Context: an optimization exercise on an open-source flow, tuned for small area. The choices shown serve that exercise and are no tape-out recipe.
Function was checked by simulation only, so behaviour that the tests miss may differ from the original.
Power is estimated from default activity; no workload was simulated.

<file path="flow/design.v">
`default_nettype none
`timescale 1ns/100ps
package uart_proto_pkg;
    localparam logic [7:0] SOF_BYTE  = 8'hA5;   
    localparam logic [7:0] CMD_RESET = 8'hFF;   
    typedef enum logic [1:0] {
        SIZE_BYTE = 2'd0,
        SIZE_HALF = 2'd1,
        SIZE_WORD = 2'd2,
        SIZE_RSVD = 2'd3     
    } size_e;
    typedef struct packed {
        logic       rw;      
        logic       inc;     
        size_e      size;
        logic [3:0] len;     
    } cmd_fields_t;
    typedef enum logic [1:0] {
        FLD_CMD  = 2'd0,
        FLD_ADDR = 2'd1,
        FLD_DATA = 2'd2,
        FLD_CRC  = 2'd3
    } field_e;
endpackage
`default_nettype wire
`default_nettype none
`timescale 1ns/100ps
package parser_status_pkg;
    typedef enum logic [7:0] {
        ST_OK      = 8'h00,
        ST_CRC_ERR = 8'h01,
        ST_CMD_INV = 8'h02      
    } status_e;
    localparam int MAX_DATA_BYTES = 64;
    localparam int DATA_COUNT_W = 7;
endpackage
`default_nettype wire
`default_nettype none
`timescale 1ns/100ps
module frame_sync (
    input  wire        clk,
    input  wire        rst,
    input  wire  [7:0] rx_data,
    input  wire        rx_valid,
    output logic       rx_ready,
    output logic                   out_valid,
    input  wire                    out_ready,
    output logic [7:0]             out_data,
    output uart_proto_pkg::field_e out_field,
    output logic                   out_last      
);
    typedef enum logic [2:0] {
        S_HUNT,
        S_CMD,
        S_ADDR,
        S_DATA,
        S_CRC
    } state_t;
    state_t                      state;
    logic                        rx_en;         
    logic [1:0]                  addr_cnt;
    logic [6:0]                  data_cnt;
    logic [6:0]                  data_len;      
    logic [6:0]                  beats;
    logic [6:0]                  len_calc;
    logic                        accept;
    logic                        load;
    uart_proto_pkg::cmd_fields_t cmd_in;
    assign rx_ready = rx_en && (!out_valid || out_ready);
    assign accept   = rx_valid && rx_ready;
    assign load     = accept && (state != S_HUNT);    
    assign cmd_in   = rx_data;
    always_comb begin
        beats = {3'b000, cmd_in.len} + 7'd1;
        if (cmd_in.rw) begin
            len_calc = 7'd0;
        end else begin
            case (cmd_in.size)
                uart_proto_pkg::SIZE_BYTE: len_calc = beats;
                uart_proto_pkg::SIZE_HALF: len_calc = beats << 1;
                uart_proto_pkg::SIZE_WORD: len_calc = beats << 2;
                default:                   len_calc = 7'd0;      
            endcase
        end
    end
    always_ff @(posedge clk) begin
        if (rst) begin
            state     <= S_HUNT;
            rx_en     <= 1'b0;
            out_valid <= 1'b0;
            addr_cnt  <= 2'd0;
            data_cnt  <= 7'd0;
            data_len  <= 7'd0;
        end else begin
            rx_en <= 1'b1;
            if (load) begin
                out_valid <= 1'b1;
            end else if (out_ready) begin
                out_valid <= 1'b0;
            end
            if (accept) begin
                case (state)
                    S_HUNT: begin
                        if (rx_data == uart_proto_pkg::SOF_BYTE) state <= S_CMD;
                    end
                    S_CMD: begin
                        data_len <= len_calc;
                        addr_cnt <= 2'd0;
                        state    <= (rx_data == uart_proto_pkg::CMD_RESET) ? S_CRC : S_ADDR;
                    end
                    S_ADDR: begin
                        addr_cnt <= addr_cnt + 2'd1;
                        data_cnt <= 7'd0;
                        if (addr_cnt == 2'd3) state <= (data_len == 7'd0) ? S_CRC : S_DATA;
                    end
                    S_DATA: begin
                        data_cnt <= data_cnt + 7'd1;
                        if (data_cnt + 7'd1 == data_len) state <= S_CRC;
                    end
                    default: state <= S_HUNT;    
                endcase
            end
        end
    end
    always_ff @(posedge clk) begin
        if (load) begin
            out_data <= rx_data;
            out_last <= (state == S_CRC);
            case (state)
                S_CMD:   out_field <= uart_proto_pkg::FLD_CMD;
                S_ADDR:  out_field <= uart_proto_pkg::FLD_ADDR;
                S_DATA:  out_field <= uart_proto_pkg::FLD_DATA;
                default: out_field <= uart_proto_pkg::FLD_CRC;
            endcase
        end
    end
endmodule
`default_nettype wire
`default_nettype none
`timescale 1ns/100ps
module crc8_check (
    input  wire                    clk,
    input  wire                    rst,
    input  wire                    in_valid,
    output logic                   in_ready,
    input  wire  [7:0]             in_data,
    input  uart_proto_pkg::field_e in_field,
    input  wire                    in_last,
    output logic                   out_valid,
    input  wire                    out_ready,
    output logic [7:0]             out_data,
    output uart_proto_pkg::field_e out_field,
    output logic                   out_last,
    output logic                   out_crc_ok    
);
    localparam logic [7:0] CRC_POLY = 8'h07;
    logic [7:0] crc_q;       
    logic       accept;
    function automatic logic [7:0] crc8_next(input logic [7:0] crc, input logic [7:0] data);
        logic [7:0] c;
        c = crc ^ data;
        for (int i = 0; i < 8; i++) begin
            c = c[7] ? ((c << 1) ^ CRC_POLY) : (c << 1);
        end
        crc8_next = c;
    endfunction
    assign in_ready = !out_valid || out_ready;
    assign accept   = in_valid && in_ready;
    always_ff @(posedge clk) begin
        if (rst) begin
            crc_q     <= 8'h00;
            out_valid <= 1'b0;
        end else begin
            if (accept) begin
                out_valid <= 1'b1;
            end else if (out_ready) begin
                out_valid <= 1'b0;
            end
            if (accept) begin
                if (in_last) begin
                    crc_q <= 8'h00;                      
                end else begin
                    crc_q <= crc8_next(crc_q, in_data);
                end
            end
        end
    end
    always_ff @(posedge clk) begin
        if (accept) begin
            out_data   <= in_data;
            out_field  <= in_field;
            out_last   <= in_last;
            out_crc_ok <= in_last && (in_data == crc_q);
        end
    end
endmodule
`default_nettype wire
`default_nettype none
`timescale 1ns/100ps
module frame_assembler (
    input  wire                                            clk,
    input  wire                                            rst,
    input  wire                                            in_valid,
    output logic                                           in_ready,
    input  wire  [7:0]                                     in_data,
    input  uart_proto_pkg::field_e                         in_field,
    input  wire                                            in_last,
    input  wire                                            in_crc_ok,
    output logic                                           frame_valid,
    input  wire                                            frame_ready,
    output logic [7:0]                                     frame_cmd,
    output logic [31:0]                                    frame_addr,
    output logic [parser_status_pkg::MAX_DATA_BYTES*8-1:0] frame_data,
    output logic [parser_status_pkg::DATA_COUNT_W-1:0]     frame_count,
    output logic [7:0]                                     frame_status,
    output logic                                           soft_reset
);
    uart_proto_pkg::cmd_fields_t                    work_cmd;
    logic [31:0]                                    work_addr;
    logic [parser_status_pkg::MAX_DATA_BYTES*8-1:0] work_data;
    logic [parser_status_pkg::DATA_COUNT_W-1:0]     work_cnt;
    logic [1:0]                                     addr_idx;
    logic                       accept;
    logic                       last_beat;
    logic                       is_reset;
    logic                       good_reset;
    parser_status_pkg::status_e verdict;
    assign in_ready   = !in_last || !frame_valid || frame_ready;
    assign accept     = in_valid && in_ready;
    assign last_beat  = accept && in_last;
    assign is_reset   = (work_cmd == uart_proto_pkg::CMD_RESET);
    assign good_reset = is_reset && in_crc_ok;
    always_comb begin
        if (!is_reset && (work_cmd.size == uart_proto_pkg::SIZE_RSVD)) begin
            verdict = parser_status_pkg::ST_CMD_INV;
        end else if (!in_crc_ok) begin
            verdict = parser_status_pkg::ST_CRC_ERR;
        end else begin
            verdict = parser_status_pkg::ST_OK;
        end
    end
    always_ff @(posedge clk) begin
        if (rst) begin
            addr_idx <= 2'd0;
            work_cnt <= '0;
        end else if (accept) begin
            case (in_field)
                uart_proto_pkg::FLD_CMD: begin
                    addr_idx <= 2'd0;
                    work_cnt <= '0;
                end
                uart_proto_pkg::FLD_ADDR: addr_idx <= addr_idx + 2'd1;
                uart_proto_pkg::FLD_DATA: work_cnt <= work_cnt + 1'b1;
                default: ;
            endcase
        end
    end
    always_ff @(posedge clk) begin
        if (accept) begin
            case (in_field)
                uart_proto_pkg::FLD_CMD: begin
                    work_cmd  <= in_data;
                    work_addr <= '0;      
                    work_data <= '0;      
                end
                uart_proto_pkg::FLD_ADDR: work_addr[{addr_idx, 3'b000} +: 8] <= in_data;
                uart_proto_pkg::FLD_DATA: work_data[{work_cnt[5:0], 3'b000} +: 8] <= in_data;
                default: ;
            endcase
        end
    end
    always_ff @(posedge clk) begin
        if (rst) begin
            frame_valid <= 1'b0;
            soft_reset  <= 1'b0;
        end else begin
            soft_reset <= last_beat && good_reset;
            if (last_beat && !good_reset) begin
                frame_valid <= 1'b1;
            end else if (frame_ready) begin
                frame_valid <= 1'b0;
            end
        end
    end
    always_ff @(posedge clk) begin
        if (last_beat && !good_reset) begin
            frame_cmd    <= work_cmd;
            frame_addr   <= work_addr;
            frame_data   <= work_data;
            frame_count  <= work_cnt;
            frame_status <= verdict;
        end
    end
endmodule
`default_nettype wire
`default_nettype none
`timescale 1ns/100ps
module uart_frame_parser (
    input  wire          clk,
    input  wire          rst,
    input  wire  [7:0]   rx_data,
    input  wire          rx_valid,
    output logic         rx_ready,
    output logic         frame_valid,
    input  wire          frame_ready,
    output logic [7:0]   frame_cmd,
    output logic [31:0]  frame_addr,
    output logic [511:0] frame_data,
    output logic [6:0]   frame_count,
    output logic [7:0]   frame_status,
    output logic         soft_reset
);
    logic                   fs_valid;
    logic                   fs_ready;
    logic [7:0]             fs_data;
    uart_proto_pkg::field_e fs_field;
    logic                   fs_last;
    logic                   ck_valid;
    logic                   ck_ready;
    logic [7:0]             ck_data;
    uart_proto_pkg::field_e ck_field;
    logic                   ck_last;
    logic                   ck_crc_ok;
    frame_sync u_frame_sync (
        .clk       (clk),
        .rst       (rst),
        .rx_data   (rx_data),
        .rx_valid  (rx_valid),
        .rx_ready  (rx_ready),
        .out_valid (fs_valid),
        .out_ready (fs_ready),
        .out_data  (fs_data),
        .out_field (fs_field),
        .out_last  (fs_last)
    );
    crc8_check u_crc8_check (
        .clk        (clk),
        .rst        (rst),
        .in_valid   (fs_valid),
        .in_ready   (fs_ready),
        .in_data    (fs_data),
        .in_field   (fs_field),
        .in_last    (fs_last),
        .out_valid  (ck_valid),
        .out_ready  (ck_ready),
        .out_data   (ck_data),
        .out_field  (ck_field),
        .out_last   (ck_last),
        .out_crc_ok (ck_crc_ok)
    );
    frame_assembler u_frame_assembler (
        .clk          (clk),
        .rst          (rst),
        .in_valid     (ck_valid),
        .in_ready     (ck_ready),
        .in_data      (ck_data),
        .in_field     (ck_field),
        .in_last      (ck_last),
        .in_crc_ok    (ck_crc_ok),
        .frame_valid  (frame_valid),
        .frame_ready  (frame_ready),
        .frame_cmd    (frame_cmd),
        .frame_addr   (frame_addr),
        .frame_data   (frame_data),
        .frame_count  (frame_count),
        .frame_status (frame_status),
        .soft_reset   (soft_reset)
    );
endmodule
`default_nettype wire
</file>
<file path="flow/run.sh">
#!/bin/bash
# synth_recipe.tcl (not shown) runs the flow's synth.tcl, then flattens the netlist and writes it again
# the make line also repeats each setting of config.mk as NAME=value (left out here)
make -C /OpenROAD-flow-scripts/flow DESIGN_CONFIG=/design/flow/config.mk WORK_HOME=/design/flow/orfs CLKGATE_MAP_FILE= SYNTH_SCRIPT=/design/flow/synth_recipe.tcl finish
</file>
<file path="flow/config.mk">
export PLATFORM = sky130hd
export DESIGN_NAME = uart_frame_parser
export DESIGN_NICKNAME = uart_frame_parser
export VERILOG_FILES = /design/flow/design.v
export SDC_FILE = /design/flow/constraint.sdc
export NUM_CORES = 4
export LEC_CHECK = 0
export CAP_MARGIN = 20
export CORE_MARGIN = 2
export CORE_UTILIZATION = 40
export SLEW_MARGIN = 20
</file>
<file path="flow/constraint.sdc">
create_clock -name core_clock -period 8.0 [get_ports {clk}]
set_input_delay 1.6000 -clock core_clock [delete_from_list [all_inputs] [get_ports {clk}]]
set_output_delay 1.6000 -clock core_clock [all_outputs]
set_load 0.01 [all_outputs]
</file>
==> summary.txt <==
-- kinds of logic (layout without fill, tap and decap cells) --
| family | Yosys count | after routing | synth area share [%] |
|---|---|---|---|
| compound gates | 212 | 212 | 2.69 |
| xor+xnor | 40 | 40 | 0.765 |
| fa+ha+maj | 14 | 14 | 0.382 |
| buf+inv | 195 | 866 | 1.74 |
| flops | 1177 | 1177 | 76.2 |
| mux | 407 | 407 | 8.90 |
| other cells | 1 | 6 | 0.00819 |
| simple gates | 925 | 925 | 9.26 |
-- area by class of cell --
class                           instances  share of cell area, %
Inverter                               18                  0.125
Clock buffer                          142                   5.43
Multi-Input combinational cell       1604                   17.8
Clock inverter                         84                   1.39
Tap cell                             1512                   3.31
Timing Repair Buffer                  622                   10.9
Sequential cell                      1177                   61.1
-- per-layer routing --
layer	wire length, um	up-vias
met2	58600	911
met5	0	-
met3	7700	166
li1	-	12083
met4	3600	0
met1	51600	13132
-- how the worst max path moves through the flow --
stage / endpoint / start / cells past startpoint
CTS: rx_ready / frame_ready / 5
detailed placement: rx_ready / frame_ready / 5
global placement: rx_ready / frame_ready / 5
floorplan: u_frame_assembler.work_cnt[5] / frame_ready / 6
finish: rx_ready / frame_ready / 5
global route: rx_ready / frame_ready / 5
-- state kept, by name (all words and copies together), names as in the netlist, 3 cells and up --
register	cells
u_frame_assembler.frame_data	512
u_frame_assembler.work_data	512
u_frame_assembler.frame_addr	32
u_frame_assembler.work_addr	32
u_crc8_check.crc_q	8
u_crc8_check.out_data	8
u_frame_assembler.frame_cmd	8
u_frame_assembler.work_cmd	8
u_frame_sync.out_data	8
u_frame_assembler.frame_count	7
u_frame_assembler.work_cnt	7
u_frame_sync.data_cnt	7
u_frame_sync.data_len	7
u_frame_sync.state	3
-- stage by stage --
step / hold slack [ns] / utilization [%] / area (um^2) / TNS, ns / power, mW
6_report: 0.425 / 50.2 / 57200 / 0 / 12.3
5_1_grt: 0.440 / 50.2 / 57200 / 0 / 12.6
4_1_cts: 0.428 / 50.1 / 57200 / 0 / 12.4
3_5_place_dp: 0.414 / 46.7 / 53300 / 0 / 6.81
3_3_place_gp: 0.405 / 46.7 / 53300 / 0 / 6.81
2_1_floorplan: 0.400 / - / 45900 / -4904.40 / 6.80
-- critical path: cells and delay by family --
family / cells / cell delay (ns)
AND/OR/NAND/NOR: 3 / 0.54
buffers and inverters: 2 / 1.11
-- power by group --
group          internal [mW]  total (mW)  switching, mW
sequential              6.65        6.65       0.000377
clock                   3.22        5.59           2.37
combinational         0.0116      0.0277         0.0161
-- synthesized netlist by cell type (8+ instances only) --
library cell,n
sky130_fd_sc_hd__nor2_1,473
sky130_fd_sc_hd__ha_1,14
sky130_fd_sc_hd__xnor2_1,25
sky130_fd_sc_hd__o21ai_0,8
sky130_fd_sc_hd__nand3_1,125
sky130_fd_sc_hd__clkbuf_1,149
sky130_fd_sc_hd__buf_2,15
sky130_fd_sc_hd__nand2b_1,13
sky130_fd_sc_hd__mux2i_1,403
sky130_fd_sc_hd__dfxtp_1,41
sky130_fd_sc_hd__xor2_1,15
sky130_fd_sc_hd__inv_1,18
sky130_fd_sc_hd__nand2_1,163
sky130_fd_sc_hd__nor2_2,13
sky130_fd_sc_hd__nor2b_1,31
sky130_fd_sc_hd__a22o_1,8
sky130_fd_sc_hd__a21oi_1,156
sky130_fd_sc_hd__nor2_4,23
sky130_fd_sc_hd__nor3_1,17
sky130_fd_sc_hd__and2_1,9
sky130_fd_sc_hd__edfxtp_1,1136
==> insert_results.sql <==
INSERT INTO impl_metrics (metric_group, metric, value, unit) VALUES
('status', 'outcome', 'timing/DRC/antenna clean', ''),
('critical_path', 'timing.rr.end', 'u_frame_assembler.work_data[339]', ''),
('clock_tree', 'insertion_delay', '0.72', 'ns'),
('final_layout', 'layoutNonFillerInstCount', '5159', ''),
('timing', 'max_slew_margin', '24.7', '%'),
('yosys', 'synth.cell_area', '0.0458', 'mm^2'),
('floorplan', 'fp-row-count', '124', ''),
('grt', 'met2_usage', '32.6', '%'),
('routing', 'drt-wirelength-per-cell', '23.6', 'um'),
('critical_path', 'startpoint_type', 'primary input', ''),
('final_layout', 'layout.cells.most_common', 'sky130_fd_sc_hd__edfxtp_1', ''),
('grt', 'grt_start_max_net_pins', '204', ''),
('clock_tree', 'clkSinkCount', '1177', ''),
('placement', 'portBuffers', '575', ''),
('floorplan', 'dieArea', '0.117', 'mm^2'),
('yosys', 'synth_largest_type_area_fraction', '74.5', '%'),
('pwr', 'irDropWorstVdd', '0.188', 'mV'),
('final_layout', 'syn_to_final_growth', '24.8', '%'),
('routing', 'drt_drc_violations_left', '0', ''),
('yosys', 'synth_area_leader_cell', 'sky130_fd_sc_hd__edfxtp_1', ''),
('grt', 'antenna_found_initial', '0', ''),
('grt', 'grt.overflow.total', '0', ''),
('yosys', 'number_of_cells_produced_by_synthesis', '2971', ''),
('routing', 'post_drt_via_cell_ratio', '5.10', ''),
('floorplan', 'core', '0.114', 'mm^2'),
('critical_path', 'regToRegSetupSlack', '4.36', 'ns'),
('yosys', 'synth_top_flop_cell', 'sky130_fd_sc_hd__edfxtp_1', ''),
('grt', 'wire_length_of_the_first_global_routing_pass', '174000', 'um'),
('final_layout', 'filler_cell_count', '9728', ''),
('yosys', 'syn-mean-instance-area', '15.4', 'um^2'),
('clock_tree', 'post_cts_buffers', '0', ''),
('timing', 'max_clock_freq', '0.206', 'GHz'),
('critical_path', 'worst_ep_arrival_time', '3.25', 'ns'),
('timing', 'rsz0062_at_grt', 'false', ''),
('grt', 'global_route.usage.met3', '4.06', '%'),
('yosys', 'yosys_register_bits', '1177', ''),
('floorplan', 'ioPinCount', '582', ''),
('critical_path', 'critPathMaxFanout', '6', ''),
('timing', 'setup_slack', '3.15', 'ns'),
('timing', 'hold_violations', '0', ''),
('grt', 'globalRoute.busiestLayer', 'met2', ''),
('routing', 'routed_wl', '122000', 'um'),
('final_layout', 'most-common-layout-cells', '1136 x sky130_fd_sc_hd__edfxtp_1, 575 x sky130_fd_sc_hd__clkdlybuf4s50_1, 472 x sky130_fd_sc_hd__nor2_1, 403 x sky130_fd_sc_hd__mux2i_1, 163 x sky130_fd_sc_hd__nand2_1', ''),
('clock_tree', 'cts_inserted_buffers', '120', ''),
('placement', 'dp_hpwl', '74700', 'um'),
('timing', 'post-route-min-period', '4.85', 'ns'),
('clock_tree', 'cts_hold_repair.buffers', '0', ''),
('pwr', 'p_leak', '19.0', 'nW'),
('critical_path', 'worstPathCellList', 'clkdlybuf4s50_1, nand4b_1, nor2_1, nor2b_1, clkdlybuf4s50_1', ''),
('clock_tree', 'cts_resized', '0', ''),
('clock_tree', 'clock_tree_from_tritoncts', 'done', ''),
('routing', 'detailedRoute.firstIterationViolations', '2287', ''),
('hold_path', 'worst_hold_class', 'flop to flop', ''),
('timing', 'finalCritPeriodShare', '60.7', '%'),
('timing', 'setup_viol', '0', ''),
('grt', 'grtUsageTotal', '20.2', '%'),
('clock_tree', 'cts.root.buffer_cell', 'sky130_fd_sc_hd__clkbuf_16', ''),
('hold_path', 'hold_wc_startpoint', 'u_frame_sync.out_field[1]', ''),
('yosys', 'synth_edf_count', '1136', ''),
('hold_path', 'worstHoldEndpoint', 'u_crc8_check.out_field[1]', ''),
('floorplan', 'die_height', '342', 'um'),
('critical_path', 'data_required_time_at_the_worst_endpoint', '6.40', 'ns'),
('yosys', 'ys_top_cells_by_area', 'sky130_fd_sc_hd__edfxtp_1 74%, sky130_fd_sc_hd__mux2i_1 8.8%, sky130_fd_sc_hd__nor2_1 3.9%', ''),
('critical_path', 'reg2regPathDepth', '8', ''),
('placement', 'place_inst', '4932', ''),
('flow_run', 'count_of_maximum_capacitance_violations', '0', ''),
('final_layout', 'register_area', '0.0349', 'mm^2'),
('hold_path', 'worst_hold_path.num_cells', '0', ''),
('timing', 'final_max_slew_viol_count', '0', ''),
('final_layout', 'nets', '3569', ''),
('routing', 'num_vias', '26292', '');

re-timing with driven ports:
How much do the figures lean on ideal ports? The routed layout below was timed once more, with nothing changed but the port constraints. Step 1 sets driving cells, clkbuf_16 on the clock port and buf_2 on the other inputs (assumed; they add their load-dependent delay and slew). Step 2 adds t to the input delays and takes it off the output delays; t is the mean of the earliest and latest rising clock arrival at the registers after step 1. Input paths then give back, and output paths get back, about the clock's delay inside the block. Slacks: no drivers / after step 1 / after step 2; pairs: no drivers / after step 1.
t, ns: 0.782
slack for setup (ns): 3.147 / 3.100 / 3.100
slew at the worst register clock pin (ns): 0.06 / 0.06
worst slew at a driven data input, ns: 0.07
pins driven straight from the clock port: 1
After both steps setup and hold are still met in this run. For this run, drivers alone change the setup slack by -0.047 ns; drivers and shift together by -0.047 ns.
